Context: an optimization exercise on an open-source flow, tuned for small area, a short achievable clock period and few clock cycles per item. The choices shown serve that exercise and are no tape-out recipe.
Only simulation tests tie the RTL to the original design; equivalence was not proved.
No activity file was given, so power comes from the tool's default toggle rates.

## flow/run.sh

```bash
#!/bin/bash
# synth_recipe.tcl (not shown) runs the flow's synth.tcl, then flattens the netlist and writes it again
# the make line also repeats each setting of config.mk as NAME=value (left out here)
make -C /OpenROAD-flow-scripts/flow DESIGN_CONFIG=/design/flow/config.mk WORK_HOME=/design/flow/orfs CLKGATE_MAP_FILE= SYNTH_SCRIPT=/design/flow/synth_recipe.tcl finish
```

## flow/config.mk

```make
export PLATFORM = sky130hd
export DESIGN_NAME = apb_crc_mc
export DESIGN_NICKNAME = apb_crc_mc
export VERILOG_FILES = /design/flow/design.v
export SDC_FILE = /design/flow/constraint.sdc
export NUM_CORES = 4
export LEC_CHECK = 0
export ABC_CLOCK_PERIOD_IN_PS = 3500
export CAP_MARGIN = 20
export CORE_MARGIN = 2
export CORE_UTILIZATION = 55
export CTS_BUF_LIST = sky130_fd_sc_hd__clkbuf_16
export CTS_CLUSTER_DIAMETER = 100
export CTS_CLUSTER_SIZE = 25
export SETUP_SLACK_MARGIN = 2.0
export SLEW_MARGIN = 20
```

## flow/constraint.sdc

```tcl
create_clock -name core_clock -period 6.0 [get_ports {clk}]
set_input_delay 1.2000 -clock core_clock [delete_from_list [all_inputs] [get_ports {clk}]]
set_output_delay 1.2000 -clock core_clock [all_outputs]
set_load 0.01 [all_outputs]
```

## flow/design.v

```verilog
package apb_crc_mc_pkg;
  localparam logic [4:0] OFF_CTRL   = 5'h00;
  localparam logic [4:0] OFF_POLY   = 5'h04;
  localparam logic [4:0] OFF_INIT   = 5'h08;
  localparam logic [4:0] OFF_XOROUT = 5'h0C;
  localparam logic [4:0] OFF_DATA   = 5'h10;
  localparam logic [4:0] OFF_RESULT = 5'h14;
  localparam logic [4:0] OFF_STATUS = 5'h18;
  function automatic logic [31:0] rev32(input logic [31:0] val);
    logic [31:0] r;
    for (int i = 0; i < 32; i++) begin
      r[i] = val[31-i];
    end
    rev32 = r;
  endfunction
  function automatic logic [15:0] pmul16(input logic [15:0] x, input logic [15:0] y);
    logic [15:0] r;
    r = 16'd0;
    for (int i = 0; i < 16; i++) begin
      for (int j = 0; j < 16 - i; j++) begin
        r[i+j] = r[i+j] ^ (x[i] & y[j]);
      end
    end
    pmul16 = r;
  endfunction
  function automatic logic [15:0] qinv(input logic [31:0] poly);
    logic [15:0] a1, a2, a4, a8;
    a1 = 16'd0; a2 = 16'd0; a4 = 16'd0; a8 = 16'd0;
    a1[0] = 1'b1; a2[0] = 1'b1; a4[0] = 1'b1; a8[0] = 1'b1;
    for (int k = 1; k < 16; k++) begin
      a1[k] = poly[32-k];
      if (2*k < 16) a2[2*k] = poly[32-k];
      if (4*k < 16) a4[4*k] = poly[32-k];
      if (8*k < 16) a8[8*k] = poly[32-k];
    end
    qinv = pmul16(pmul16(a1, a2), pmul16(a4, a8));
  endfunction
  function automatic logic [15:0] lanes(input logic [7:0] b0, input logic [7:0] b1,
                                        input logic refin);
    logic [15:0] d;
    for (int t = 0; t < 8; t++) begin
      d[15-t] = refin ? b0[t] : b0[7-t];
      d[7-t]  = refin ? b1[t] : b1[7-t];
    end
    lanes = d;
  endfunction
  function automatic logic [31:0] crc_fold(input logic [31:0] crc, input logic [31:0] poly,
                                           input logic [15:0] q, input logic [15:0] d,
                                           input logic two);
    logic [15:0] e, f;
    logic [31:0] prod;
    logic [31:0] r;
    for (int t = 0; t < 8; t++) begin
      e[t]   = (d[15-t] ^ crc[31-t]) & two;
      e[t+8] = d[7-t] ^ (two ? crc[23-t] : crc[31-t]);
    end
    for (int t = 0; t < 16; t++) begin
      f[t] = e[t];
      for (int j = 0; j < t; j++) begin
        f[t] = f[t] ^ (q[t-j] & e[j]);
      end
    end
    for (int m = 0; m < 32; m++) begin
      prod[m] = 1'b0;
      for (int j = 0; j < 16; j++) begin
        if (m - 15 + j >= 0 && m - 15 + j < 32) prod[m] = prod[m] ^ (f[j] & poly[m-15+j]);
      end
    end
    for (int m = 0; m < 32; m++) begin
      if (two) r[m] = ((m >= 16) ? crc[(m+16)%32] : 1'b0) ^ prod[m];
      else     r[m] = ((m >= 8) ? crc[(m+24)%32] : 1'b0) ^ prod[m];
    end
    crc_fold = r;
  endfunction
endpackage
module apb_crc_mc #(
  parameter int DATA_WIDTH = 32,
  parameter int ADDR_WIDTH = 32,
  parameter int NUM_CH     = 4,
  parameter int CRC_WIDTH  = 32,
  parameter int FIFO_DEPTH = 4
) (
  input  logic                  clk,
  input  logic                  rstn,
  input  logic [ADDR_WIDTH-1:0] s_paddr,
  input  logic [DATA_WIDTH-1:0] s_pwdata,
  output logic [DATA_WIDTH-1:0] s_prdata,
  output logic                  s_pslverr,
  input  logic                  s_pwrite,
  input  logic                  s_psel,
  input  logic                  s_penable,
  output logic                  s_pready,
  input  logic [3:0]            s_pstrb
);
  logic [31:0] poly_q   [0:3];
  logic [31:0] init_q   [0:3];
  logic [31:0] xorout_q [0:3];
  logic [1:0]  rot_r;
  logic [31:0] crc_r    [0:3];
  logic        refin_r  [0:3];
  logic        refout_r [0:3];
  logic        setup_s, ch_ok_s, err_s, is_res_s;
  logic [1:0]  ch_s;
  logic [4:0]  off_s;
  logic [31:0] rd_s, res_s;
  logic [1:0]  pos_s;
  logic [31:0] poly_s, init_s, xorout_s;
  assign setup_s  = s_psel & ~s_penable;
  assign ch_s     = s_paddr[6:5];
  assign off_s    = s_paddr[4:0];
  assign ch_ok_s  = ~s_paddr[7];
  assign is_res_s = (off_s == apb_crc_mc_pkg::OFF_RESULT);
  assign pos_s    = ch_s + rot_r;
  assign poly_s   = poly_q[pos_s];
  assign init_s   = init_q[pos_s];
  assign xorout_s = xorout_q[pos_s];
  always_comb begin
    case (off_s)
      apb_crc_mc_pkg::OFF_CTRL, apb_crc_mc_pkg::OFF_POLY, apb_crc_mc_pkg::OFF_INIT,
      apb_crc_mc_pkg::OFF_XOROUT, apb_crc_mc_pkg::OFF_DATA:
        err_s = ~ch_ok_s;
      apb_crc_mc_pkg::OFF_RESULT, apb_crc_mc_pkg::OFF_STATUS:
        err_s = ~ch_ok_s | s_pwrite;
      default:
        err_s = 1'b1;
    endcase
  end
  assign res_s = (refout_r[ch_s] ? apb_crc_mc_pkg::rev32(crc_r[ch_s]) : crc_r[ch_s]) ^ xorout_s;
  always_comb begin
    rd_s = 32'd0;
    if (!err_s) begin
      case (off_s)
        apb_crc_mc_pkg::OFF_CTRL:   rd_s = {29'd0, refout_r[ch_s], refin_r[ch_s], 1'b0};
        apb_crc_mc_pkg::OFF_POLY:   rd_s = poly_s;
        apb_crc_mc_pkg::OFF_INIT:   rd_s = init_s;
        apb_crc_mc_pkg::OFF_XOROUT: rd_s = xorout_s;
        apb_crc_mc_pkg::OFF_RESULT: rd_s = res_s;
        default:                    rd_s = 32'd0;
      endcase
    end
  end
  logic [3:0]  a_strb;
  logic [1:0]  a_ch;
  logic        a_ctrl, a_poly, a_init, a_xor, a_dat;
  always_ff @(posedge clk) begin
    a_strb <= s_pstrb;
    a_ch   <= ch_s;
    a_ctrl <= s_pwrite & ~err_s & (off_s == apb_crc_mc_pkg::OFF_CTRL);
    a_poly <= s_pwrite & ~err_s & (off_s == apb_crc_mc_pkg::OFF_POLY);
    a_init <= s_pwrite & ~err_s & (off_s == apb_crc_mc_pkg::OFF_INIT);
    a_xor  <= s_pwrite & ~err_s & (off_s == apb_crc_mc_pkg::OFF_XOROUT);
    a_dat  <= s_pwrite & ~err_s & (off_s == apb_crc_mc_pkg::OFF_DATA);
  end
  logic        acc_r, eng_go_r, eng_two_r, rdy_r, err_r;
  logic [15:0] eng_d_r, eng_q_r;
  logic [31:0] eng_c_r, eng_p_r;
  logic [31:0] eng_crc;
  logic [31:0] rdata_r;
  logic        wr_dat_s;
  logic [1:0]  ln_s;
  logic [15:0] ln_d_s;
  assign wr_dat_s = s_pwrite & ~err_s & (off_s == apb_crc_mc_pkg::OFF_DATA);
  assign ln_s     = acc_r ? s_pstrb[3:2] : s_pstrb[1:0];
  assign ln_d_s   = acc_r ? s_pwdata[31:16] : s_pwdata[15:0];
  always_ff @(posedge clk or negedge rstn) begin
    if (!rstn) begin
      acc_r    <= 1'b0;
      eng_go_r <= 1'b0;
      rdy_r    <= 1'b0;
    end else begin
      acc_r    <= setup_s;
      eng_go_r <= (setup_s | (acc_r & a_dat)) & wr_dat_s & (|ln_s);
      rdy_r    <= ~(setup_s & ~s_pwrite & is_res_s & eng_go_r & (ch_s == a_ch));
    end
  end
  always_ff @(posedge clk) begin
    rdata_r   <= rd_s;
    err_r     <= err_s;
    eng_two_r <= &ln_s;
    eng_q_r   <= apb_crc_mc_pkg::qinv(poly_s);
    eng_p_r   <= poly_s;
    eng_c_r   <= (eng_go_r && (acc_r || ch_s == a_ch)) ? eng_crc : crc_r[ch_s];
    eng_d_r   <= apb_crc_mc_pkg::lanes(ln_d_s[7:0], ln_s[1] ? ln_d_s[15:8] : ln_d_s[7:0],
                                       refin_r[ch_s]);
  end
  assign s_prdata  = rdata_r;
  assign s_pslverr = err_r;
  assign s_pready  = rdy_r;
  assign eng_crc = apb_crc_mc_pkg::crc_fold(eng_c_r, eng_p_r, eng_q_r, eng_d_r, eng_two_r);
  logic [31:0] wd_s, crc_wr_s;
  logic        ld_ctrl_s [0:3], ld_crc_s [0:3];
  logic        wr_poly_s, wr_init_s, wr_xor_s;
  assign wd_s = s_pwdata & {32{rstn}};
  assign crc_wr_s = ((acc_r & a_ctrl) ? init_s : eng_crc) & {32{rstn}};
  always_comb begin
    for (int c = 0; c < 4; c++) begin
      ld_ctrl_s[c] = ~rstn | (acc_r & a_ctrl & (a_ch == c));
      ld_crc_s[c]  = ~rstn | (acc_r & a_ctrl & s_pwdata[0] & (a_ch == c)) | (eng_go_r & (a_ch == c));
    end
  end
  always_ff @(posedge clk) begin
    for (int c = 0; c < 4; c++) begin
      if (ld_ctrl_s[c]) begin
        refin_r[c]  <= wd_s[1];
        refout_r[c] <= wd_s[2];
      end
      if (ld_crc_s[c])  crc_r[c]    <= crc_wr_s;
    end
  end
  assign wr_poly_s = (setup_s | acc_r) & s_pwrite & ~err_s & (off_s == apb_crc_mc_pkg::OFF_POLY) & pos_s[0];
  assign wr_init_s = (setup_s | acc_r) & s_pwrite & ~err_s & (off_s == apb_crc_mc_pkg::OFF_INIT) & pos_s[0];
  assign wr_xor_s  = (setup_s | acc_r) & s_pwrite & ~err_s & (off_s == apb_crc_mc_pkg::OFF_XOROUT) & pos_s[0];
  always_ff @(posedge clk or negedge rstn) begin
    if (!rstn) rot_r <= 2'd0;
    else       rot_r <= rot_r + 2'd1;
  end
  always_ff @(posedge clk) begin
    poly_q[0]   <= (~rstn | (wr_poly_s & pos_s[1]))  ? wd_s : poly_q[3];
    poly_q[1]   <= poly_q[0];
    poly_q[2]   <= (~rstn | (wr_poly_s & ~pos_s[1])) ? wd_s : poly_q[1];
    poly_q[3]   <= poly_q[2];
    init_q[0]   <= (~rstn | (wr_init_s & pos_s[1]))  ? wd_s : init_q[3];
    init_q[1]   <= init_q[0];
    init_q[2]   <= (~rstn | (wr_init_s & ~pos_s[1])) ? wd_s : init_q[1];
    init_q[3]   <= init_q[2];
    xorout_q[0] <= (~rstn | (wr_xor_s & pos_s[1]))  ? wd_s : xorout_q[3];
    xorout_q[1] <= xorout_q[0];
    xorout_q[2] <= (~rstn | (wr_xor_s & ~pos_s[1])) ? wd_s : xorout_q[1];
    xorout_q[3] <= xorout_q[2];
  end
endmodule
```

==> results of run 1 <==
[sequential cells by signal (all words and copies together) (netlist names), 15 cells and up]
register	flops
eng_q_r	15
crc_r	128
eng_c_r	32
xorout_q	128
init_q	128
eng_p_r	31
eng_d_r	16
rdata_r	32
poly_q	128
[cells in the final DEF (no fill, tap or decap), types with 9 or more instances in the layout]
| cell type | netlist | routed |
|---|---|---|
| nand2_1 | 857 | 852 |
| dfxtp_1 | 516 | 498 |
| xnor2_1 | 331 | 304 |
| a21oi_1 | 235 | 223 |
| xor2_1 | 150 | 142 |
| mux4_2 | 140 | 140 |
| edfxtp_1 | 136 | 136 |
| nor2_1 | 109 | 108 |
| buf_4 | 11 | 97 |
| clkdlybuf4s50_1 | 0 | 78 |
| mux2i_1 | 64 | 61 |
| mux2_2 | 52 | 52 |
| o21ai_0 | 52 | 48 |
| nand3_1 | 40 | 40 |
| a22oi_1 | 38 | 38 |
| xnor3_1 | 47 | 35 |
| clkbuf_16 | 0 | 35 |
| a22o_1 | 31 | 31 |
| inv_1 | 19 | 29 |
| a211oi_1 | 43 | 27 |
| xnor2_2 | 1 | 22 |
| o211ai_1 | 19 | 19 |
| and3_1 | 17 | 17 |
| a211oi_2 | 0 | 15 |
| xnor3_2 | 1 | 15 |
| nor3_1 | 14 | 11 |
| a21oi_2 | 0 | 11 |
| dfxtp_2 | 0 | 9 |
| dfxtp_4 | 0 | 9 |
[worst paths after layout]
check                         startpoint             to
max reg2reg                  eng_c_r[25]   crc_r[0][14]
min reg2reg                init_q[0][21]  init_q[1][21]
max in group asynchronous           rstn          rdy_r
min                        init_q[0][21]  init_q[1][21]
max                          eng_c_r[25]   crc_r[0][14]
min in group asynchronous           rstn          acc_r
[per-stage QoR]
| stage | cells | total power, µW | worst slack, ns | utilization (%) | instance area (µm²) |
|---|---|---|---|---|---|
| finish | 4032 | 9030 | 2.02 | 61.6 | 36200 |
| global route | 4031 | 9260 | 1.95 | 61.6 | 36200 |
| CTS | 4001 | 8820 | 1.97 | 60.3 | 35500 |
| detailed placement | 3930 | 6220 | 1.27 | 57.8 | 34000 |
| global placement | 3930 | 6220 | 1.36 | 57.8 | 34000 |
| floorplan | 3271 | 5690 | 1.63 | - | 32700 |
[cell type report]
class                      instances  area [µm²]  area share (%)
antenna                            1        2.50         0.00691
clock buffer                      34         851            2.35
clock inverter                    18         153           0.422
inverter                          22        92.6           0.256
multi-input combinational       2331       17800            49.0
sequential                       657       14600            40.3
tap                              773         967            2.67
timing repair buffer             196        1800            4.97
[critical path, cell delays in order, from the launching register on]
cell	delay (ns)
dfxtp_4	0.40
xnor2_4	0.16
buf_4	0.18
o211a_1	0.22
o21ai_2	0.14
xnor3_1	0.32
xnor3_2	0.41
xnor3_4	0.61
buf_4	0.19
nand2_1	0.07
xnor3_1	0.26
xnor2_2	0.22
xnor3_1	0.30
nand2_1	0.11
a21oi_2	0.09
[logic make-up (layout without fill, tap and decap cells)]
family	count (synthesis)	after routing	synth area share, %
buffers and inverters	290	270	3.71
adders and majority gates	10	10	0.376
muxes	256	257	13.4
other	0	1	0
AOI/OAI and AO/OA	451	451	8.40
DFF	657	657	44.6
and+or+nand+nor	1074	1076	13.0
xor gates and xnor gates	533	537	16.4
[layer usage]
metal | global-route usage [%] | vias to the layer above | share of wire [%]
met2 | 52.6 | 1155 | 45
li1 | - | 11006 | -
met4 | 12.3 | 2 | 4.4
met5 | 0 | - | 0.012
met1 | 48.5 | 12370 | 43
met3 | 3.54 | 172 | 7.6
[power by group through the flow]
stage          combinational (µW)  sequential, µW  clock (µW)
2_1_floorplan                 925            4760           0
3_5_place_dp                 1420            4800           0
6_report                     1740            4720        2570
5_1_grt                      1780            4730        2750
4_1_cts                      1510            4710        2600
3_3_place_gp                 1420            4800           0
[repair_timing]
action                                 4_1_cts  5_1_grt
setup endpoints to repair                  226      226
cloned                                       2        7
endpoints found under the hold margin        0        0
resized for setup                           71       88
pin swaps                                    4       28
buffers inserted                            17       23
hold buffers                                 0        0
==> notes.md, run 1 <==
- Status: timing/DRC/antenna clean
- Synth Register Bits: 657
- Final WL: 105000 µm
- TritonCTS clock tree: built
- VDD IR max: 0.222 mV
- Area fraction of the dominant cell type after synthesis: 31.7%
- First-pass GRT wire length: 153000 µm
- Worst r2r path cells: 14
- Layout cells sized above 1: 15.1%
- Drt drc: 0
- Area leader, netlist: dfxtp_1
- # IOs: 107
- Reg clk slew, reported paths: 0.10 ns
- PortBufs: 82
- Placement Rows: 89
- Setup repair after global routing missed its margin: true
- Syn nets: 3353
- Fin crit share: 66.3%
- Clock Tree Buf Depth: 3
- Die H: 247 µm
- Netlist cell types: 66
- Critical Path Fanout Max: 5
- DR iter-0 viols: 2621
- Sw Share: 29.6%
- Internal power: 6350 µW
- Worst Max-Slew Pin Slew: 1.19 ns
- Synth warn: 9
- Tmin final: 3.98 ns
- Fmax: 251 MHz
- Pre-Repair DR Iteration Count: 5
- DRT antenna net count: 0
- Hold Slack: 0.343 ns
- Hold Vio Cnt, Final: 0
- CTS Buf Count: 34
- # H-tree levels: 2
- Final Net Count: 3324
- Clock latency (worst-skew pair): 0.59 ns
- Synth async-reset ratio: 0.761%
- Critical path class: reg -> reg
- Logic gate share of total power: 19.3%
- Largest net degree at the start of global routing: 82
- Final setup viols: 0
- Post-Syn Area per Cell: 9.97 µm²
- Core Region: 58800 µm²
- Number of global-route vias before repair: 23468
- Starting Density: 55.4%
- WP data required: 6.29 ns
- Clk_skew: 0.0398 ns
- Clock network power share: 28.5%
- Cell with the most instances after synthesis: nand2_1
- Net Sw Power: 2670 µW
- Gpl congestion: 0.894
- Post-synthesis cell count: 3271
- Number of antenna violations at the first check in global routing: 5
- DP Wirelength: 70100 µm
- Critical path launch point type: flip-flop
- Die ar.: 61200 µm²
- GRT Total Usage: 33.6%
- Ys flop type: dfxtp_1
- Slew margin rel.: 20.6%
- Hold path depth: 0
- Max cap viols: 0
- CP Capture Type: flip-flop
- Post-Syn Area: 32600 µm²
- Total negative setup slack: 0 ns
- Post-synth EDFFs: 136
- Root Driver: clkbuf_16
- Vias post-DR: 24705
- Routed vias/inst: 6.13
- PwrDens: 249 nW/µm²
- Seq pwr share: 52.3%
- # fillers: 4824
- Area grow syn2layout: 11.1%
- Reg-to-reg setup timing slack: 2.02 ns
- Grt ovf: 0
- Commonest cells in the netlist: nand2_1 (857), dfxtp_1 (516), xnor2_1 (331)
- Slew Viols, Final: 0
- Top cells by area, synth: dfxtp_1 (32%), edfxtp_1 (13%), nand2_1 (9.9%)
- Leak: 0.0124 µW
- DIE WIDTH: 247 µm
- Seq/Total Area, Yosys: 44.6%
- Clk sinks: 657
- Routed length per instance: 26.1 µm
- Crit path DAT: 4.27 ns
- Hold Path Class: reg -> reg
Testbench counts, summed over its fixed seeds: cycles 3,849, bytes 4,655.
==> run 2: changes to the inputs <==
--- a/flow/config.mk
+++ b/flow/config.mk
@@ -6,6 +6,5 @@
 export NUM_CORES = 4
 export LEC_CHECK = 0
-export ABC_CLOCK_PERIOD_IN_PS = 3500
-export CAP_MARGIN = 20
+export CAP_MARGIN = 10
 export CORE_MARGIN = 2
 export CORE_UTILIZATION = 55
@@ -14,3 +13,3 @@
 export CTS_CLUSTER_SIZE = 25
 export SETUP_SLACK_MARGIN = 2.0
-export SLEW_MARGIN = 20
+export SLEW_MARGIN = 10
==> run 2 against run 1 <==
  * Count of clock-buffer cells in the layout unchanged
  * Clock skew stayed put
  * Global-route usage unchanged
  * Routed wire length unchanged
==> notes.md, run 2 <==
- Status: timing/DRC/antenna clean (unchanged)
- Pre-Repair DR Iteration Count: 5 (unchanged)
- Grt ovf: 0 (unchanged)
- Routing usage on met3: 3.54% (unchanged)
- DP Wirelength: 70100 µm (unchanged)
- Fin cells: 4032 (unchanged)
- Largest net degree at the start of global routing: 82 (unchanged)
- PwrDens: 249 nW/µm² (unchanged)
- Cell with the most instances after synthesis: nand2_1 (unchanged)
- WP data required: 6.29 ns (about the same)
- First-pass GRT wire length: 153000 µm (unchanged)
- Area grow syn2layout: 11.1% (unchanged)
- Ys flop type: dfxtp_1 (unchanged)
- Syn nets: 3353 (unchanged)
- Area leader, netlist: dfxtp_1 (unchanged)
- Die ar.: 61200 µm² (unchanged)
- Netlist cell types: 66 (unchanged)
- GRT Total Usage: 33.6% (unchanged)
- Hold Path Class: reg -> reg (unchanged)
- Post-synthesis cell count: 3271 (unchanged)
- Synth warn: 9 (unchanged)
- Fmax: 251 MHz (unchanged)
- Simple-gate share of the synthesized area: 13.0% (unchanged)
- Fin util: 61.6% (unchanged)
- Worst Max-Slew Pin Slew: 1.19 ns (unchanged)
- Crit-path slowest cell: xnor3_4 (unchanged)
- Clk_skew: 0.0398 ns (unchanged)
- Slew margin rel.: 20.6% (unchanged)
- GR peak layer: met2 (unchanged)
- Critical Path Fanout Max: 5 (unchanged)
- Critical path class: reg -> reg (unchanged)
- CP Cell Sequence: xnor2_4 > buf_4 > o211a_1 > o21ai_2 > xnor3_1 > xnor3_2 > xnor3_4 > buf_4 > nand2_1 > xnor3_1 > xnor2_2 > xnor3_1 > nand2_1 > a21oi_2 (unchanged)
- DR iter-0 viols: 2621 (unchanged)
- Clk sinks: 657 (unchanged)
- Post-synthesis adder-cell area fraction: 0.376% (unchanged)
- Grt met2 use: 52.6% (unchanged)
- Seq/Total Area, Yosys: 44.6% (unchanged)
- Final WL: 105000 µm (unchanged)
- Total negative setup slack: 0 ns (unchanged)
- Crit. Startpoint: eng_c_r[25] (unchanged)
- # IOs: 107 (unchanged)
- Synth Register Bits: 657 (unchanged)
- Fin crit share: 66.3% (unchanged)
- Dpl cells: 3930 (unchanged)
- Final Net Count: 3324 (unchanged)
- GR Util met1: 48.5% (unchanged)
- Post-Syn Area: 32600 µm² (unchanged)
- Number of global-route vias before repair: 23468 (unchanged)
- PortBufs: 82 (unchanged)
- Clock Tree Buf Depth: 3 (unchanged)
- Core Region: 58800 µm² (unchanged)
- Max cap viols: 0 (unchanged)
- Tmin final: 3.98 ns (unchanged)
- Area fraction of the dominant cell type after synthesis: 31.7% (unchanged)
- Max stage delay on crit path: 0.61 ns (about the same)
- CP top delay family: XOR/XNOR gates (unchanged)
- Worst flop-to-flop path startpoint: eng_c_r[25] (unchanged)
- Slew Viols, Final: 0 (unchanged)
- Crit path DAT: 4.27 ns (about the same)
- Clock latency (worst-skew pair): 0.59 ns (about the same)
- Main combinational cell family by area after synthesis: XOR/XNOR gates (unchanged)
- Gpl congestion: 0.894 (unchanged)
- Multiplexer area fraction after synthesis: 13.4% (unchanged)
- TritonCTS clock tree: built (unchanged)
- Reg-to-reg setup timing slack: 2.02 ns (about the same)
- DIE WIDTH: 247 µm (unchanged)
- Cell mode on critical path: xnor3_1 (unchanged)
- Routed length per instance: 26.1 µm (unchanged)
- Worst r2r path cells: 14 (unchanged)
- Die H: 247 µm (unchanged)
- Leak: 0.0124 µW (unchanged)
- Root Driver: clkbuf_16 (unchanged)
- Placement Rows: 89 (unchanged)
- CP Capture Point: crc_r[0][14] (unchanged)
- Setup repair after global routing missed its margin: true (unchanged)
- Number of antenna violations at the first check in global routing: 5 (unchanged)
- Top cells by area, synth: dfxtp_1 (32%), edfxtp_1 (13%), nand2_1 (9.9%) (unchanged)
- Routed vias/inst: 6.13 (unchanged)
- XOR/XNOR share of the synthesized area: 16.4% (unchanged)
- Drt drc: 0 (unchanged)
- Most common cell after layout, fill and taps aside: nand2_1 (unchanged)
- DRT antenna net count: 0 (unchanged)
- Cts-stage hold buffer count: 0 (unchanged)
- Commonest cells in the netlist: nand2_1 (857), dfxtp_1 (516), xnor2_1 (331) (unchanged)
- CTS Buf Count: 34 (unchanged)
- # H-tree levels: 2 (unchanged)
- Critical Path Stages: 14 (unchanged)
- Vias post-DR: 24705 (unchanged)
- Starting Density: 55.4% (unchanged)
- Hold Vio Cnt, Final: 0 (unchanged)
- VDD IR max: 0.222 mV (unchanged)
- Synth Area in Compound Gates: 8.40% (unchanged)
- Post-synth EDFFs: 136 (unchanged)
- Crit path buf inv count: 2 (unchanged)
- Layout cells sized above 1: 15.1% (unchanged)
- Commonest cells after routing, fill and taps aside: nand2_1 (852), dfxtp_1 (498), xnor2_1 (304), a21oi_1 (223), xor2_1 (142) (unchanged)
- Worst R2R End: crc_r[0][14] (unchanged)
- CP Capture Type: flip-flop (unchanged)
- Post-Syn Area per Cell: 9.97 µm² (unchanged)
- Synth async-reset ratio: 0.761% (unchanged)
- Reg clk slew, reported paths: 0.10 ns (about the same)
- Final setup viols: 0 (unchanged)
- Critical path launch point type: flip-flop (unchanged)
run 2: cell counts after synthesis:
Identical to the previous run, type by type.
run 2: cells by family (layout without fill, tap and decap cells):
family,after synthesis,in the layout
AO/OA/AOI/OAI,451,451
adder cells (fa/ha/maj),10,10
multiplexers,256,257
AND/OR/NAND/NOR,1074,1076
buffers and inverters,290,270
other,0,1
flip-flops,657,657
XOR/XNOR,533,537
run 2: timing repair:
action                                  in CTS  in global routing
pin swaps                                    4                 28
resized for setup                           71                 88
endpoints found under the setup margin     226                226
setup buffers                               17                 23
cloned                                       2                  7
run 2: worst min-delay path by stage:
stage	from	end	slack (ns)	cells past startpoint
3_3_place_gp	poly_q[0][22]	poly_q[1][22]	0.33	0
3_5_place_dp	poly_q[0][13]	poly_q[1][13]	0.34	0
6_report	init_q[0][21]	init_q[1][21]	0.34	0
2_1_floorplan	init_q[2][0]	init_q[3][0]	0.33	0
5_1_grt	xorout_q[2][13]	xorout_q[3][13]	0.35	0
4_1_cts	xorout_q[2][13]	xorout_q[3][13]	0.35	0
run 2: cell type report:
| class | count | area (µm²) |
|---|---|---|
| Fill cell | 4824 | 22600 |
| Multi-Input combinational cell | 2331 | 17800 |
| Sequential cell | 657 | 14600 |
| Timing Repair Buffer | 196 | 1800 |
| Tap cell | 773 | 967 |
| Clock buffer | 34 | 851 |
| Clock inverter | 18 | 153 |
| Inverter | 22 | 92.6 |
| Antenna cell | 1 | 2.50 |
run 2: stage by stage:
stage	hold slack, ns	instance area [µm²]	worst slack (ns)	total power [µW]
6_report	0.343	36200	2.02	9030
5_1_grt	0.355	36200	1.95	9260
4_1_cts	0.347	35500	1.97	8820
3_5_place_dp	0.335	34000	1.27	6220
3_3_place_gp	0.330	34000	1.36	6220
2_1_floorplan	0.326	32700	1.63	5690
run 2: layer usage:
metal | vias up | share of wire, %
li1 | 11006 | -
met1 | 12370 | 43
met2 | 1155 | 45
met3 | 172 | 7.6
met4 | 2 | 4.4
met5 | - | 0.012
run 2: power breakdown:
group / total [µW] / internal [µW] / switching [µW]
sequential: 4720 / 4620 / 94.4
clock: 2570 / 1080 / 1490
combinational: 1740 / 654 / 1090
total: 9030 / 6350 / 2670
==> run 3: changes to the inputs <==
--- a/flow/config.mk
+++ b/flow/config.mk
@@ -6,5 +6,5 @@
 export NUM_CORES = 4
 export LEC_CHECK = 0
-export CAP_MARGIN = 10
+export CAP_MARGIN = 20
 export CORE_MARGIN = 2
 export CORE_UTILIZATION = 55
@@ -12,4 +12,4 @@
 export CTS_CLUSTER_DIAMETER = 100
 export CTS_CLUSTER_SIZE = 25
-export SETUP_SLACK_MARGIN = 2.0
-export SLEW_MARGIN = 10
+export SETUP_SLACK_MARGIN = 2.3
+export SLEW_MARGIN = 20
==> run 3 against run 2 <==
  * Still clean
  * Via count grew 2.2%
  * Clock skew shrank 0.019 ns
  * Non-clock buffer count grew 92
  * Register-to-register slack gained 0.09 ns
  * Setup slack gained 0.087 ns
  * Maximum frequency grew 2.2%
  * First-iteration DRC count shrank 4.4%
  * Sequential share of layout area shrank 2.5 points
  * Routed wire length grew 2.4%
  * Combinational power grew 33%
  * Count of clock-buffer cells in the layout shrank 3
  * Critical path depth grew 4
  * Critical path type unchanged
  * Largest cell class unchanged
==> notes.md, run 3 <==
- Tmin final: 3.89 ns (was 3.98 ns)
- Core Region: 58800 µm² (unchanged)
- Critical path class: reg -> reg (unchanged)
- Final Net Count: 3411 (was 3324)
- Fmax: 257 MHz (was 251 MHz)
- Reg clk slew, reported paths: 0.11 ns (was 0.10 ns)
- Ys flop type: dfxtp_1 (unchanged)
- Leak: 0.0136 µW (was 0.0124 µW)
- Crit path DAT: 4.34 ns (was 4.27 ns)
- Total negative setup slack: 0 ns (unchanged)
- Gpl congestion: 0.902 (was 0.894)
- Starting Density: 55.4% (unchanged)
- Hold Slack: 0.347 ns (was 0.343 ns)
- Routed length per instance: 26.2 µm (was 26.1 µm)
- Worst Max-Slew Pin Slew: 1.13 ns (was 1.19 ns)
- DIE WIDTH: 247 µm (unchanged)
- Vias post-DR: 25257 (was 24705)
- Root Driver: clkbuf_16 (unchanged)
- Area grow syn2layout: 18.5% (was 11.1%)
- Die H: 247 µm (unchanged)
- Post-Syn Area per Cell: 9.97 µm² (unchanged)
- Syn nets: 3353 (unchanged)
- PortBufs: 82 (unchanged)
- GRT Total Usage: 34.1% (was 33.6%)
- Routed vias/inst: 6.14 (was 6.13)
- Netlist cell types: 66 (unchanged)
- Pre-Repair DR Iteration Count: 5 (unchanged)
- Commonest cells in the netlist: nand2_1 (857), dfxtp_1 (516), xnor2_1 (331) (unchanged)
- Cts-stage hold buffer count: 0 (unchanged)
- CP Capture Type: flip-flop (unchanged)
- Die ar.: 61200 µm² (unchanged)
- Fin crit share: 64.9% (was 66.3%)
- Layout cells sized above 1: 22.7% (was 15.1%)
- Post-synth EDFFs: 136 (unchanged)
- TritonCTS clock tree: built (unchanged)
- WP data required: 6.44 ns (was 6.29 ns)
- Critical Path Fanout Max: 6 (was 5)
- Synth Register Bits: 657 (unchanged)
- PwrDens: 242 nW/µm² (was 249 nW/µm²)
- Number of antenna violations at the first check in global routing: 4 (was 5)
- Largest net degree at the start of global routing: 114 (was 82)
- DR iter-0 viols: 2506 (was 2621)
- Hold path depth: 0 (unchanged)
- Clk_skew: 0.0206 ns (was 0.0398 ns)
- First-pass GRT wire length: 156000 µm (was 153000 µm)
- Clk sinks: 657 (unchanged)
- Fin cells: 4116 (was 4032)
- Slew margin rel.: 24.4% (was 20.6%)
- DRT antenna net count: 0 (unchanged)
- Synth async-reset ratio: 0.761% (unchanged)
- Hold Path Class: reg -> reg (unchanged)
- CTS Buf Count: 30 (was 34)
- Area fraction of the dominant cell type after synthesis: 31.7% (unchanged)
- Dpl cells: 3923 (was 3930)
- Post-synthesis cell count: 3271 (unchanged)
- Status: timing/DRC/antenna clean (unchanged)
- Synth warn: 9 (unchanged)
- Clock latency (worst-skew pair): 0.63 ns (was 0.59 ns)
- Number of global-route vias before repair: 23744 (was 23468)
- Area leader, netlist: dfxtp_1 (unchanged)
- Max cap viols: 0 (unchanged)
- Worst r2r path cells: 18 (was 14)
- # H-tree levels: 1 (was 2)
- Setup repair after global routing missed its margin: true (unchanged)
- Placement Rows: 89 (unchanged)
- Final WL: 108000 µm (was 105000 µm)
- Top cells by area, synth: dfxtp_1 (32%), edfxtp_1 (13%), nand2_1 (9.9%) (unchanged)
- Hold Vio Cnt, Final: 0 (unchanged)
- VDD IR max: 0.259 mV (was 0.222 mV)
- Most common cell after layout, fill and taps aside: nand2_1 (unchanged)
- Critical path launch point type: flip-flop (unchanged)
- Grt ovf: 0 (unchanged)
- Cell with the most instances after synthesis: nand2_1 (unchanged)
- Commonest cells after routing, fill and taps aside: nand2_1 (805), dfxtp_1 (491), xnor2_1 (248), a21oi_1 (219), mux4_2 (139) (was nand2_1 (852), dfxtp_1 (498), xnor2_1 (304), a21oi_1 (223), xor2_1 (142))
- Drt drc: 0 (unchanged)
- Final setup viols: 0 (unchanged)
- Post-Syn Area: 32600 µm² (unchanged)
- Clock Tree Buf Depth: 3 (unchanged)
- Slew Viols, Final: 0 (unchanged)
- DP Wirelength: 69300 µm (was 70100 µm)
- Seq/Total Area, Yosys: 44.6% (unchanged)
- # IOs: 107 (unchanged)
- # fillers: 4474 (was 4824)
[run 3: logic make-up after synthesis]
logic type / share of synthesized area, %
buf+inv: 3.71
fa+ha+maj: 0.376
mux: 13.4
simple gates: 13.0
flops: 44.6
compound gates: 8.40
xor+xnor: 16.4
[run 3: through the flow]
step / worst slack, ns / util (%) / instance area [µm²] / total power (µW)
CTS: 2.19 / 62.6 / 36800 / 8970
finish: 2.11 / 65.7 / 38600 / 9340
floorplan: 1.63 / - / 32800 / 5690
detailed placement: 1.29 / 57.9 / 34000 / 6220
global route: 2.00 / 65.7 / 38600 / 9570
global placement: 1.39 / 57.9 / 34000 / 6210
[run 3: power breakdown]
group / leakage (µW) / total, µW / internal, µW / switching [µW]
Sequential: 0.00563 / 4730 / 4620 / 106
Combinational: 0.00753 / 2310 / 1030 / 1280
Clock: 0.000461 / 2300 / 940 / 1360
Total: 0.0136 / 9340 / 6590 / 2750
[run 3: metal layers]
layer / vias up / share of wire, % / track usage (%) / wire length [µm]
met3: 225 / 7.4 / 4.25 / 8020
met5: - / 0.064 / 0 / 69
met4: 4 / 5.0 / 13.5 / 5390
li1: 11178 / - / - / -
met1: 12683 / 42 / 48.7 / 45300
met2: 1167 / 46 / 53.1 / 49200
[run 3: repair_timing]
action | in CTS | in global routing
setup endpoints to repair | 365 | 289
gates resized for setup | 250 | 212
setup buffers | 64 | 64
gates cloned | 12 | 6
endpoints found under the hold margin | 0 | 0
pin swaps | 75 | 107
[run 3: area by class of cell]
class | instances | area (µm²) | area share, %
Antenna cell | 1 | 2.50 | 0.00648
Clock inverter | 14 | 68.8 | 0.178
Inverter | 22 | 98.8 | 0.256
Clock buffer | 31 | 776 | 2.01
Multi-Input combinational cell | 2330 | 19000 | 49.1
Timing Repair Buffer | 288 | 3120 | 8.08
Sequential cell | 657 | 14600 | 37.8
Tap cell | 773 | 967 | 2.50
[run 3: path summary, 6_finish.rpt]
check                      slack [ns]      startpoint              to
min in group asynchronous        0.96            rstn           rdy_r
setup / recovery                 2.11       eng_two_r    crc_r[3][24]
hold reg to reg                  0.35  xorout_q[2][2]  xorout_q[3][2]
setup reg to reg                 2.11       eng_two_r    crc_r[3][24]
hold / removal                   0.35  xorout_q[2][2]  xorout_q[3][2]
max in group asynchronous        4.75            rstn           acc_r
[run 3: worst max-delay path, cell delays in order (launching register included)]
cell	delay, ns
dfxtp_4	0.41
buf_8	0.15
buf_6	0.11
mux2i_4	0.23
xnor2_2	0.15
buf_4	0.14
nand2_2	0.04
xor2_1	0.19
xnor3_2	0.40
buf_12	0.16
xnor3_2	0.35
buf_12	0.15
nand2_1	0.06
xnor2_1	0.24
xnor2_1	0.21
xnor2_2	0.15
xnor2_2	0.15
buf_6	0.14
a211oi_4	0.28
==> run 4: changes to the inputs <==
--- a/flow/config.mk
+++ b/flow/config.mk
@@ -6,4 +6,5 @@
 export NUM_CORES = 4
 export LEC_CHECK = 0
+export ABC_CLOCK_PERIOD_IN_PS = 3500
 export CAP_MARGIN = 20
 export CORE_MARGIN = 2
@@ -12,4 +13,4 @@
 export CTS_CLUSTER_DIAMETER = 100
 export CTS_CLUSTER_SIZE = 25
-export SETUP_SLACK_MARGIN = 2.3
+export SETUP_SLACK_MARGIN = 1.8
 export SLEW_MARGIN = 20
==> run 4 against run 3 <==
  * Clock power is 13% higher
  * First-iteration DRC count is 0.40% lower
  * Combinational power is 31% lower
  * Count of clock-buffer cells in the layout is 3 higher
  * Register-to-register slack worse by 0.30 ns
  * Via count is 3.8% lower
  * Critical path depth is 6 lower
  * Critical endpoint is now crc_r[1][22]
  * Largest cell class unchanged
==> notes.md, run 4 <==
- Status: timing/DRC/antenna clean (unchanged)
- Combined area of the multi-input logic cells: 17400 µm² (was 19000 µm²)
- Synth async-reset ratio: 0.761% (unchanged)
- Worst flop-to-flop path startpoint: eng_d_r[13] (was eng_two_r)
- Number of antenna violations at the first check in global routing: 3 (was 4)
- Max cap viols: 0 (unchanged)
- Post-Syn Area per Cell: 9.97 µm² (unchanged)
- PortBufs: 82 (unchanged)
- Slew Viols, Final: 0 (unchanged)
- Synth warn: 9 (unchanged)
- Critical path class: reg -> reg (unchanged)
- Worst Max-Slew Pin Slew: 1.01 ns (was 1.13 ns)
- Syn nets: 3353 (unchanged)
- Final WL: 102000 µm (was 108000 µm)
- Slew margin rel.: 32.6% (was 24.4%)
- Clock Tree Buf Depth: 3 (unchanged)
- DRT antenna net count: 0 (unchanged)
- Die H: 247 µm (unchanged)
- Area leader, netlist: dfxtp_1 (unchanged)
- WP data required: 6.32 ns (was 6.44 ns)
- Pre-Repair DR Iteration Count: 9 (was 5)
- PwrDens: 250 nW/µm² (was 242 nW/µm²)
- DIE WIDTH: 247 µm (unchanged)
- DP Wirelength: 70100 µm (was 69300 µm)
- Die ar.: 61200 µm² (unchanged)
- Vias post-DR: 24298 (was 25257)
- Commonest cells after routing, fill and taps aside: nand2_1 (856), dfxtp_1 (504), xnor2_1 (310), a21oi_1 (231), xor2_1 (145) (was nand2_1 (805), dfxtp_1 (491), xnor2_1 (248), a21oi_1 (219), mux4_2 (139))
- Critical path launch point type: flip-flop (unchanged)
- Top cells by area, synth: dfxtp_1 (32%), edfxtp_1 (13%), nand2_1 (9.9%) (unchanged)
- Worst r2r path cells: 12 (was 18)
- Seq/Total Area, Yosys: 44.6% (unchanged)
- TritonCTS clock tree: built (unchanged)
- Leak: 0.0122 µW (was 0.0136 µW)
- Netlist cell types: 66 (unchanged)
- Hold Path Class: reg -> reg (unchanged)
- # H-tree levels: 2 (was 1)
- Crit-path slowest cell: dfxtp_1 (was dfxtp_4)
- Hold Vio Cnt, Final: 0 (unchanged)
- Final Net Count: 3304 (was 3411)
- CP Cell Sequence: xor2_4 > o211ai_1 > a211oi_1 > a211oi_1 > o21ai_1 > xnor2_2 > buf_6 > nand2_1 > xnor2_1 > xnor2_1 > xnor3_1 > a211oi_1 (was buf_8 > buf_6 > mux2i_4 > xnor2_2 > buf_4 > nand2_2 > xor2_1 > xnor3_2 > buf_12 > xnor3_2 > buf_12 > nand2_1 > xnor2_1 > xnor2_1 > xnor2_2 > xnor2_2 > buf_6 > a211oi_4)
- Reg-to-reg setup timing slack: 1.80 ns (was 2.11 ns)
- Setup repair after global routing missed its margin: true (unchanged)
- Max stage delay on crit path: 0.57 ns (was 0.41 ns)
- Post-synthesis cell count: 3271 (unchanged)
- Clk_skew: 0.0430 ns (was 0.0206 ns)
- Internal power: 6310 µW (was 6590 µW)
- Root Driver: clkbuf_16 (unchanged)
- Total negative setup slack: 0 ns (unchanged)
- Hold_sp: xorout_q[0][27] (was xorout_q[2][2])
- Reg clk slew, reported paths: 0.10 ns (was 0.11 ns)
- Routed length per instance: 25.5 µm (was 26.2 µm)
- # fillers: 4905 (was 4474)
- DR iter-0 viols: 2496 (was 2506)
- Post-Syn Area: 32600 µm² (unchanged)
- CP Capture Type: flip-flop (unchanged)
- Hold Path End: xorout_q[1][27] (was xorout_q[3][2])
- Placement Rows: 89 (unchanged)
- Cts-stage hold buffer count: 0 (unchanged)
- Net Sw Power: 2600 µW (was 2750 µW)
- Sw Share: 29.2% (was 29.4%)
- Clock latency (worst-skew pair): 0.60 ns (was 0.63 ns)
- Synth Register Bits: 657 (unchanged)
- Clock network power share: 29.2% (was 24.6%)
- Hold path depth: 0 (unchanged)
- Number of global-route vias before repair: 22891 (was 23744)
- Cell mode on critical path: a211oi_1 (was xnor2_2)
- FF/Latch Area: 14600 µm² (about the same)
- VDD IR max: 0.240 mV (was 0.259 mV)
- Gpl congestion: 0.894 (was 0.902)
- # IOs: 107 (unchanged)
- Fin crit share: 70.0% (was 64.9%)
- Largest net degree at the start of global routing: 97 (was 114)
- Final setup viols: 0 (unchanged)
- Worst R2R End: crc_r[1][22] (was crc_r[3][24])
- Layout cells sized above 1: 13.0% (was 22.7%)
- GRT Total Usage: 33.1% (was 34.1%)
- Drt drc: 0 (unchanged)
- Crit path DAT: 4.52 ns (was 4.34 ns)
- Fmax: 238 MHz (was 257 MHz)
- Post-synth EDFFs: 136 (unchanged)
- Routed vias/inst: 6.06 (was 6.14)
- Hold Slack: 0.347 ns (about the same)
- Most common cell after layout, fill and taps aside: nand2_1 (unchanged)
- Tmin final: 4.20 ns (was 3.89 ns)
- Starting Density: 55.4% (unchanged)
- Logic gate share of total power: 17.9% (was 24.7%)
- Clk sinks: 657 (unchanged)
- CTS Buf Count: 34 (was 30)
- Commonest cells in the netlist: nand2_1 (857), dfxtp_1 (516), xnor2_1 (331) (unchanged)
- First-pass GRT wire length: 150000 µm (was 156000 µm)
- Core Region: 58800 µm² (unchanged)
- Grt ovf: 0 (unchanged)
- Cell with the most instances after synthesis: nand2_1 (unchanged)
- Ys flop type: dfxtp_1 (unchanged)
- Seq pwr share: 52.9% (was 50.7%)
- Critical Path Fanout Max: 30 (was 6)
- Area grow syn2layout: 9.25% (was 18.5%)
- Area fraction of the dominant cell type after synthesis: 31.7% (unchanged)
run 4: metrics by stage:
step	instances	utilization [%]	power (µW)	setup slack, ns	instance area [µm²]
finish	4012	60.6	8910	1.80	35600
global route	4011	60.6	9160	1.63	35600
CTS	3996	60.1	8850	1.79	35300
detailed placement	3931	57.7	6230	0.992	34000
global placement	3931	57.7	6220	1.13	34000
floorplan	3271	-	5690	1.63	32600
run 4: kinds of logic after synthesis:
| group | count (synthesis) | synth area share, % |
|---|---|---|
| DFF | 657 | 44.6 |
| and+or+nand+nor | 1074 | 13.0 |
| xor gates and xnor gates | 533 | 16.4 |
| buffers and inverters | 290 | 3.71 |
| muxes | 256 | 13.4 |
| adders and majority gates | 10 | 0.376 |
| AOI/OAI and AO/OA | 451 | 8.40 |
run 4: final cells by class:
| type | instances | share of cell area [%] |
|---|---|---|
| multi-input combinational | 2328 | 48.9 |
| clock inverter | 18 | 0.513 |
| tap | 773 | 2.72 |
| timing repair buffer | 179 | 4.39 |
| antenna | 1 | 0.00703 |
| inverter | 22 | 0.256 |
| clock buffer | 34 | 2.39 |
| sequential | 657 | 40.9 |
run 4: power groups by stage:
stage,Sequential (µW),Combinational (µW),Clock [µW]
after global placement,4800,1420,0
after floorplan,4760,923,0
after detailed placement,4800,1430,0
after global routing,4720,1650,2790
final,4710,1600,2600
after CTS,4710,1510,2630
run 4: worst max-delay path: cells and delay by family, from the launching register on:
kind / cells / cell delay (ns)
compound gates: 5 / 1.45
xor+xnor: 5 / 1.46
buf+inv: 1 / 0.32
flops: 1 / 0.57
simple gates: 1 / 0.12
run 4: how the worst max path moves through the flow:
stage / from / to / slack, ns / cells past startpoint
after floorplan: s_pwdata[0] / crc_r[1][0] / 1.63 / 3
after global placement: eng_c_r[31] / crc_r[0][19] / 1.13 / 13
after detailed placement: eng_c_r[31] / crc_r[3][19] / 0.99 / 13
after CTS: eng_d_r[12] / crc_r[3][19] / 1.79 / 13
after global routing: eng_two_r / crc_r[2][18] / 1.63 / 13
final: eng_d_r[13] / crc_r[1][22] / 1.80 / 12
run 4: layer usage:
metal  vias to the layer above  part of all wire (%)  GRT usage (%)
li1                      10967                     -              -
met1                     12074                    43           48.4
met2                      1121                    46           51.7
met3                       134                   7.9           3.77
met4                         2                   3.2           10.2
met5                         -                 0.013              0
run 4: what timing repair did:
action,4_1_cts,5_1_grt
pin swaps,4,2
resized for setup,41,40
endpoints found under the setup margin,188,154
gates cloned,3,1
buffers inserted,10,14
==> run 5: changes to the inputs <==
--- a/flow/config.mk
+++ b/flow/config.mk
@@ -13,4 +13,4 @@
 export CTS_CLUSTER_DIAMETER = 100
 export CTS_CLUSTER_SIZE = 25
-export SETUP_SLACK_MARGIN = 1.8
+export SETUP_SLACK_MARGIN = 2.1
 export SLEW_MARGIN = 20
==> run 5 against run 4 <==
  * Still clean on timing, DRC and antenna
  * Global-route usage decreased by 0.40 points
  * Sequential power about the same
  * Final cell count increased by 1.0%
  * Hold slack got worse by 0.0039 ns
  * Combinational power increased by 17%
  * Via count increased by 2.2%
  * Critical path depth increased by 2
  * Count of clock-buffer cells in the layout decreased by 3
  * Critical path type unchanged
  * Critical endpoint is now crc_r[0][18]
  * Largest cell class unchanged
==> notes.md, run 5 <==
- Worst R2R End: crc_r[0][18] (was crc_r[1][22])
- # IOs: 107 (unchanged)
- Post-synth EDFFs: 136 (unchanged)
- WP data required: 6.42 ns (was 6.32 ns)
- Clock Tree Buf Depth: 3 (unchanged)
- DP Wirelength: 68900 µm (was 70100 µm)
- Area fraction of the dominant cell type after synthesis: 31.7% (unchanged)
- Commonest cells after routing, fill and taps aside: nand2_1 (851), dfxtp_1 (495), xnor2_1 (292), a21oi_1 (224), xor2_1 (141) (was nand2_1 (856), dfxtp_1 (504), xnor2_1 (310), a21oi_1 (231), xor2_1 (145))
- Largest net degree at the start of global routing: 133 (was 97)
- Pre-Repair DR Iteration Count: 6 (was 9)
- DRT antenna net count: 0 (unchanged)
- Reg clk slew, reported paths: 0.10 ns (about the same)
- Fin util: 62.3% (was 60.6%)
- Die ar.: 61200 µm² (unchanged)
- Slew margin rel.: 25.1% (was 32.6%)
- Status: timing/DRC/antenna clean (unchanged)
- Synth warn: 9 (unchanged)
- # fillers: 4763 (was 4905)
- Top cells by area, synth: dfxtp_1 (32%), edfxtp_1 (13%), nand2_1 (9.9%) (unchanged)
- Total power: 8900 µW (was 8910 µW)
- Most common cell after layout, fill and taps aside: nand2_1 (unchanged)
- Hold_sp: xorout_q[2][28] (was xorout_q[0][27])
- Crit path DAT: 4.36 ns (was 4.52 ns)
- Routed vias/inst: 6.13 (was 6.06)
- Logic gate share of total power: 21.1% (was 17.9%)
- DR iter-0 viols: 2656 (was 2496)
- Post-Syn Area per Cell: 9.97 µm² (unchanged)
- PwrDens: 243 nW/µm² (was 250 nW/µm²)
- Root Driver: clkbuf_16 (unchanged)
- PortBufs: 82 (unchanged)
- Max cap viols: 0 (unchanged)
- Commonest cells in the netlist: nand2_1 (857), dfxtp_1 (516), xnor2_1 (331) (unchanged)
- Number of global-route vias before repair: 23264 (was 22891)
- Setup repair after global routing missed its margin: true (unchanged)
- Grt ovf: 0 (unchanged)
- Area leader, netlist: dfxtp_1 (unchanged)
- Worst flop-to-flop path startpoint: eng_d_r[15] (was eng_d_r[13])
- Post-synthesis cell count: 3271 (unchanged)
- Final Net Count: 3345 (was 3304)
- TritonCTS clock tree: built (unchanged)
- Die H: 247 µm (unchanged)
- Slew Viols, Final: 0 (unchanged)
- VDD IR max: 0.223 mV (was 0.240 mV)
- Post-Layout Inst Area: 36600 µm² (was 35600 µm²)
- Hold Path Class: reg -> reg (unchanged)
- Syn nets: 3353 (unchanged)
- Synth Register Bits: 657 (unchanged)
- CP Capture Type: flip-flop (unchanged)
- First-pass GRT wire length: 150000 µm (about the same)
- Hold Vio Cnt, Final: 0 (unchanged)
- Critical Path Fanout Max: 8 (was 30)
- Worst r2r path cells: 14 (was 12)
- Hold Path End: xorout_q[3][28] (was xorout_q[1][27])
- Clock network power share: 25.8% (was 29.2%)
- Clk_skew: 0.0319 ns (was 0.0430 ns)
- Core Region: 58800 µm² (unchanged)
- Fin crit share: 65.7% (was 70.0%)
- Netlist cell types: 66 (unchanged)
- Post-Syn Area: 32600 µm² (unchanged)
- # H-tree levels: 1 (was 2)
- Critical path class: reg -> reg (unchanged)
- Seq pwr share: 53.0% (was 52.9%)
- Internal power: 6320 µW (was 6310 µW)
- Drt drc: 0 (unchanged)
- CTS Buf Count: 30 (was 34)
- Ys flop type: dfxtp_1 (unchanged)
- Cts-stage hold buffer count: 0 (unchanged)
- Post-placement setup slack: 1.10 ns (was 0.992 ns)
- Setup WS post-layout: 2.06 ns (was 1.80 ns)
- Seq/Total Area, Yosys: 44.6% (unchanged)
- Worst Max-Slew Pin Slew: 1.12 ns (was 1.01 ns)
- Clk sinks: 657 (unchanged)
- Leak: 0.0126 µW (was 0.0122 µW)
- Fmax: 254 MHz (was 238 MHz)
- Number of antenna violations at the first check in global routing: 5 (was 3)
- Synth async-reset ratio: 0.761% (unchanged)
- Critical path launch point type: flip-flop (unchanged)
- Placed Area: 34000 µm² (about the same)
- Layout cells sized above 1: 16.5% (was 13.0%)
- Vias post-DR: 24841 (was 24298)
- Tmin final: 3.94 ns (was 4.20 ns)
- Clock latency (worst-skew pair): 0.62 ns (was 0.60 ns)
- DIE WIDTH: 247 µm (unchanged)
- GRT Total Usage: 32.7% (was 33.1%)
- Final setup viols: 0 (unchanged)
- Total negative setup slack: 0 ns (unchanged)
- Placement Rows: 89 (unchanged)
- Starting Density: 55.4% (unchanged)
- Cell with the most instances after synthesis: nand2_1 (unchanged)
- Final WL: 105000 µm (was 102000 µm)
- Net Sw Power: 2580 µW (was 2600 µW)
- Routed length per instance: 25.8 µm (was 25.5 µm)
- Hold path depth: 0 (unchanged)
- Area grow syn2layout: 12.3% (was 9.25%)
- Reg-to-reg setup timing slack: 2.06 ns (was 1.80 ns)
- Gpl congestion: 0.883 (was 0.894)
- Sw Share: 29.0% (was 29.2%)
==> run 5: cell counts after synthesis <==
Identical to the previous run, type by type.
==> run 5: metal layers <==
| layer | routed length (µm) | up-vias | GRT usage (%) |
|---|---|---|---|
| li1 | - | 11060 | - |
| met1 | 44100 | 12368 | 47.4 |
| met2 | 47500 | 1217 | 51.5 |
| met3 | 8300 | 194 | 3.25 |
| met4 | 4710 | 2 | 10.8 |
| met5 | 12 | - | 0 |
==> run 5: stage by stage <==
step                std cells  hold WS, ns
floorplan                3271        0.326
global placement         3924        0.330
detailed placement       3924        0.335
CTS                      3996        0.341
global route             4049        0.339
finish                   4052        0.343
==> run 5: what timing repair did <==
item / 4_1_cts / 5_1_grt
endpoints found under the hold margin: 0 / 0
setup endpoints to repair: 236 / 237
resized for setup: 88 / 116
gates cloned: 2 / 10
pin swaps: 9 / 53
buffers inserted: 25 / 43
==> run 5: power by group through the flow <==
stage / Sequential (µW) / Clock [µW] / Combinational (µW)
floorplan: 4760 / 0 / 926
detailed placement: 4800 / 0 / 1400
global route: 4730 / 2480 / 1930
finish: 4720 / 2300 / 1880
global placement: 4800 / 0 / 1400
CTS: 4710 / 2340 / 1540
==> run 5: worst max path at each step <==
stage                startpoint             to
floorplan           s_pwdata[0]    crc_r[1][0]
global placement       s_pwrite  poly_q[0][18]
detailed placement     s_pwrite  poly_q[0][24]
CTS                   eng_two_r   crc_r[2][16]
global route        eng_d_r[11]   crc_r[0][15]
finish              eng_d_r[15]   crc_r[0][18]
==> run 5: logic make-up after synthesis <==
kind of cell / share of synthesized area [%]
simple gates: 13.0
flops: 44.6
xor+xnor: 16.4
compound gates: 8.40
buf+inv: 3.71
mux: 13.4
fa+ha+maj: 0.376
==> run 5: layout make-up <==
class | count | area [µm²] | area share, %
Clock buffer | 31 | 776 | 2.12
Multi-Input combinational cell | 2332 | 18000 | 49.2
Sequential cell | 657 | 14600 | 39.8
Timing Repair Buffer | 220 | 2120 | 5.79
Clock inverter | 14 | 68.8 | 0.188
Antenna cell | 3 | 7.51 | 0.0205
Tap cell | 773 | 967 | 2.64
Inverter | 22 | 91.3 | 0.249
==> run 5: critical path, cell delays in order (launching register included) <==
cell	delay, ns
dfxtp_2	0.37
xnor2_1	0.20
buf_6	0.18
buf_12	0.13
nor2_1	0.05
xnor2_1	0.17
xnor3_1	0.40
nand2_1	0.28
xnor3_2	0.57
buf_12	0.16
nand2_1	0.07
xnor2_1	0.15
xnor2_1	0.15
xnor3_2	0.52
a211oi_2	0.34
==> run 6: changes to the inputs <==
--- a/flow/config.mk
+++ b/flow/config.mk
@@ -9,5 +9,5 @@
 export CAP_MARGIN = 20
 export CORE_MARGIN = 2
-export CORE_UTILIZATION = 55
+export CORE_UTILIZATION = 45
 export CTS_BUF_LIST = sky130_fd_sc_hd__clkbuf_16
 export CTS_CLUSTER_DIAMETER = 100
==> run 6 against run 5 <==
  * Still clean on timing, DRC and antenna
  * Global-route usage down 4.8 points
  * Sequential power hardly changed
  * Setup slack gained 0.041 ns
  * Critical endpoint is now crc_r[3][11]
==> notes.md, run 6 <==
- Largest net degree at the start of global routing: 111 (was 133)
- Die ar.: 74600 µm² (was 61200 µm²)
- Simple-gate share of the synthesized area: 13.0% (unchanged)
- Final Net Count: 3370 (was 3345)
- Routed vias/inst: 5.87 (was 6.13)
- Post-Syn Area: 32600 µm² (unchanged)
- Most common cell after layout, fill and taps aside: nand2_1 (unchanged)
- XOR/XNOR share of the synthesized area: 16.4% (unchanged)
- Grt ovf: 0 (unchanged)
- Synth Register Bits: 657 (unchanged)
- Routed length per instance: 25.4 µm (was 25.8 µm)
- PwrDens: 249 nW/µm² (was 243 nW/µm²)
- Reg clk slew, reported paths: 0.10 ns (about the same)
- Seq/Total Area, Yosys: 44.6% (unchanged)
- Starting Density: 45.5% (was 55.4%)
- Area grow syn2layout: 14.4% (was 12.3%)
- Slew margin rel.: 30.3% (was 25.1%)
- Multiplexer area fraction after synthesis: 13.4% (unchanged)
- Top cells by area, synth: dfxtp_1 (32%), edfxtp_1 (13%), nand2_1 (9.9%) (unchanged)
- Commonest cells in the netlist: nand2_1 (857), dfxtp_1 (516), xnor2_1 (331) (unchanged)
- Critical path launch point type: flip-flop (unchanged)
- Status: timing/DRC/antenna clean (unchanged)
- Logic gate share of total power: 21.2% (was 21.1%)
- Placement Rows: 98 (was 89)
- Hold Path Class: reg -> reg (unchanged)
- Seq pwr share: 50.8% (was 53.0%)
- Critical path class: reg -> reg (unchanged)
- Synth Area in Compound Gates: 8.40% (unchanged)
- Clock network power share: 28.0% (was 25.8%)
- Crit path DAT: 4.35 ns (was 4.36 ns)
- GRT Total Usage: 27.9% (was 32.7%)
- Area fraction of the dominant cell type after synthesis: 31.7% (unchanged)
- # IOs: 107 (unchanged)
- Netlist cell types: 66 (unchanged)
- CP Cell Sequence: buf_12 > mux2i_2 > xnor2_1 > buf_4 > nand2_4 > xnor2_2 > xnor3_1 > xnor3_4 > buf_12 > clkbuf_16 > nand2_2 > xnor3_1 > xor2_2 > xnor2_2 > nand2_1 > a21oi_2 (was xnor2_1 > buf_6 > buf_12 > nor2_1 > xnor2_1 > xnor3_1 > nand2_1 > xnor3_2 > buf_12 > nand2_1 > xnor2_1 > xnor2_1 > xnor3_2 > a211oi_2)
- Critical Path Fanout Max: 8 (unchanged)
- Fin cells: 4258 (was 4052)
- Max cap viols: 0 (unchanged)
- Gpl congestion: 0.898 (was 0.883)
- Root Driver: clkbuf_16 (unchanged)
- WP data required: 6.45 ns (was 6.42 ns)
- Hold path depth: 0 (unchanged)
- Synth async-reset ratio: 0.761% (unchanged)
- Final WL: 108000 µm (was 105000 µm)
- # H-tree levels: 2 (was 1)
- Worst r2r path cells: 16 (was 14)
- Post-Syn Area per Cell: 9.97 µm² (unchanged)
- Clock latency (worst-skew pair): 0.61 ns (was 0.62 ns)
- First-pass GRT wire length: 156000 µm (was 150000 µm)
- Drt drc: 0 (unchanged)
- Layout cells sized above 1: 17.3% (was 16.5%)
- DR iter-0 viols: 3095 (was 2656)
- Dpl cells: 4105 (was 3924)
- Post-synth EDFFs: 136 (unchanged)
- Setup repair after global routing missed its margin: true (unchanged)
- Post-synthesis cell count: 3271 (unchanged)
- Slew Viols, Final: 0 (unchanged)
- Cell with the most instances after synthesis: nand2_1 (unchanged)
- Hold Vio Cnt, Final: 0 (unchanged)
- Pre-Repair DR Iteration Count: 5 (was 6)
- DRT antenna net count: 0 (unchanged)
- Internal power: 6510 µW (was 6320 µW)
- DIE WIDTH: 273 µm (was 247 µm)
- Main combinational cell family by area after synthesis: XOR/XNOR gates (unchanged)
- Fmax: 256 MHz (was 254 MHz)
- CTS Buf Count: 34 (was 30)
- Area leader, netlist: dfxtp_1 (unchanged)
- Ys flop type: dfxtp_1 (unchanged)
- Leak: 0.0129 µW (was 0.0126 µW)
- Core Region: 71600 µm² (was 58800 µm²)
- Commonest cells after routing, fill and taps aside: nand2_1 (843), dfxtp_1 (497), xnor2_1 (293), a21oi_1 (224), xor2_1 (141) (was nand2_1 (851), dfxtp_1 (495), xnor2_1 (292), a21oi_1 (224), xor2_1 (141))
- Tmin final: 3.90 ns (was 3.94 ns)
- Vias post-DR: 24975 (was 24841)
- Sw Share: 29.9% (was 29.0%)
- Clock Tree Buf Depth: 3 (unchanged)
- Worst Max-Slew Pin Slew: 1.05 ns (was 1.12 ns)
- Fin crit share: 65.0% (was 65.7%)
- Post-synthesis adder-cell area fraction: 0.376% (unchanged)
- CP Capture Type: flip-flop (unchanged)
- PortBufs: 82 (unchanged)
- Clk_skew: 0.0436 ns (was 0.0319 ns)
- Clk sinks: 657 (unchanged)
- Syn nets: 3353 (unchanged)
- DP Wirelength: 70000 µm (was 68900 µm)
- Crit-path slowest cell: xnor3_1 (was xnor3_2)
- Number of global-route vias before repair: 23636 (was 23264)
- Synth warn: 9 (unchanged)
- Max stage delay on crit path: 0.46 ns (was 0.57 ns)
- Number of antenna violations at the first check in global routing: 6 (was 5)
- Final setup viols: 0 (unchanged)
- VDD IR max: 0.182 mV (was 0.223 mV)
- Die H: 273 µm (was 247 µm)
- TritonCTS clock tree: built (unchanged)
- Total negative setup slack: 0 ns (unchanged)
- Net Sw Power: 2770 µW (was 2580 µW)
-- run 6: cell counts after synthesis --
Identical to the previous run, type by type.
-- run 6: layout make-up --
cell class / count / area (µm²)
fill: 6376 / 34300
multi-input combinational: 2330 / 18000
sequential: 657 / 14600
timing repair buffer: 243 / 2420
tap: 950 / 1190
clock buffer: 34 / 851
clock inverter: 19 / 189
inverter: 22 / 96.3
antenna: 3 / 7.51
-- run 6: final timing paths --
check,from,to,slack [ns]
worst max-delay path,eng_two_r,crc_r[3][11],2.10
worst min-delay path,init_q[0][11],init_q[1][11],0.34
worst max register to register,eng_two_r,crc_r[3][11],2.10
worst min register to register,init_q[0][11],init_q[1][11],0.34
max in group asynchronous,rstn,acc_r,4.81
min in group asynchronous,rstn,rot_r[1],0.92
-- run 6: logic make-up (layout without fill, tap and decap cells) --
logic type	count (synthesis)	in the layout
AND/OR/NAND/NOR	1074	1075
flip-flops	657	657
XOR/XNOR	533	536
AO/OA/AOI/OAI	451	451
buffers and inverters	290	318
multiplexers	256	258
adder cells (fa/ha/maj)	10	10
other	0	3
-- run 6: layer usage --
metal	wire length [µm]	track usage, %
met5	27	0
met4	3650	7.81
met3	8660	3.62
met2	50300	44.5
met1	45400	39.8
-- run 6: through the flow --
step           area, µm²  setup slack (ns)  hold slack [ns]  total power (µW)  utilization, %
3_5_place_dp       34200              1.25            0.332              6230            47.8
5_1_grt            37300              2.00            0.346              9530            52.1
4_1_cts            36100              2.07            0.340              8970            50.4
6_report           37300              2.10            0.344              9290            52.1
2_1_floorplan      32700              1.63            0.326              5690               -
3_3_place_gp       34200              1.30            0.331              6220            47.8
-- run 6: critical path, delay by kind of cell (launching register included) --
family / cells / cell delay [ns]
and+or+nand+nor: 3 / 0.26
AOI/OAI and AO/OA: 1 / 0.22
DFF: 1 / 0.39
buffers and inverters: 4 / 0.69
muxes: 1 / 0.24
xor gates and xnor gates: 7 / 1.92
-- run 6: repair_timing --
item                                    CTS  global route
gates cloned                              7             8
setup buffers                            23            59
pin swaps                                11            64
endpoints found under the setup margin  201           226
hold buffers                              0             0
resized for setup                        91           128
-- run 6: power by group through the flow --
stage,combinational (µW),clock [µW],sequential (µW)
floorplan,926,0,4760
global placement,1420,0,4800
detailed placement,1430,0,4810
CTS,1620,2630,4710
global route,2020,2780,4730
finish,1970,2600,4720

## port drivers added, routing unchanged
The flow's constraints put no driver on any port. The routed layouts listed below were extracted and timed again, unchanged, in two steps. Step 1 assumes that a clkbuf_16 drives the clock port and a buf_2 every other input. Step 2 times the ports against the registers' clock, not the clock port: input delays grow and output delays shrink by t, the midpoint of the rising clock arrivals with the driver on. Slacks: ideal ports / drivers / drivers and shift; pairs: ideal ports / drivers.
run | t (ns) | setup WS [ns] | worst setup path at the end
run 1 | 0.637 | 2.020 / 2.020 / 1.521 | input to register
run 2 | 0.637 | 2.020 / 2.020 / 1.521 | input to register
run 3 | 0.672 | 2.107 / 2.107 / 1.681 | input to register
run 4 | 0.641 | 1.802 / 1.802 / 1.334 | input to register
run 5 | 0.664 | 2.057 / 2.057 / 1.561 | input to register
run 6 | 0.661 | 2.097 / 2.097 / 1.571 | input to register
After both steps every run listed still meets setup and hold. For run 6, which loses most, drivers alone change the setup slack by 0.000 ns; drivers and shift together by -0.526 ns.
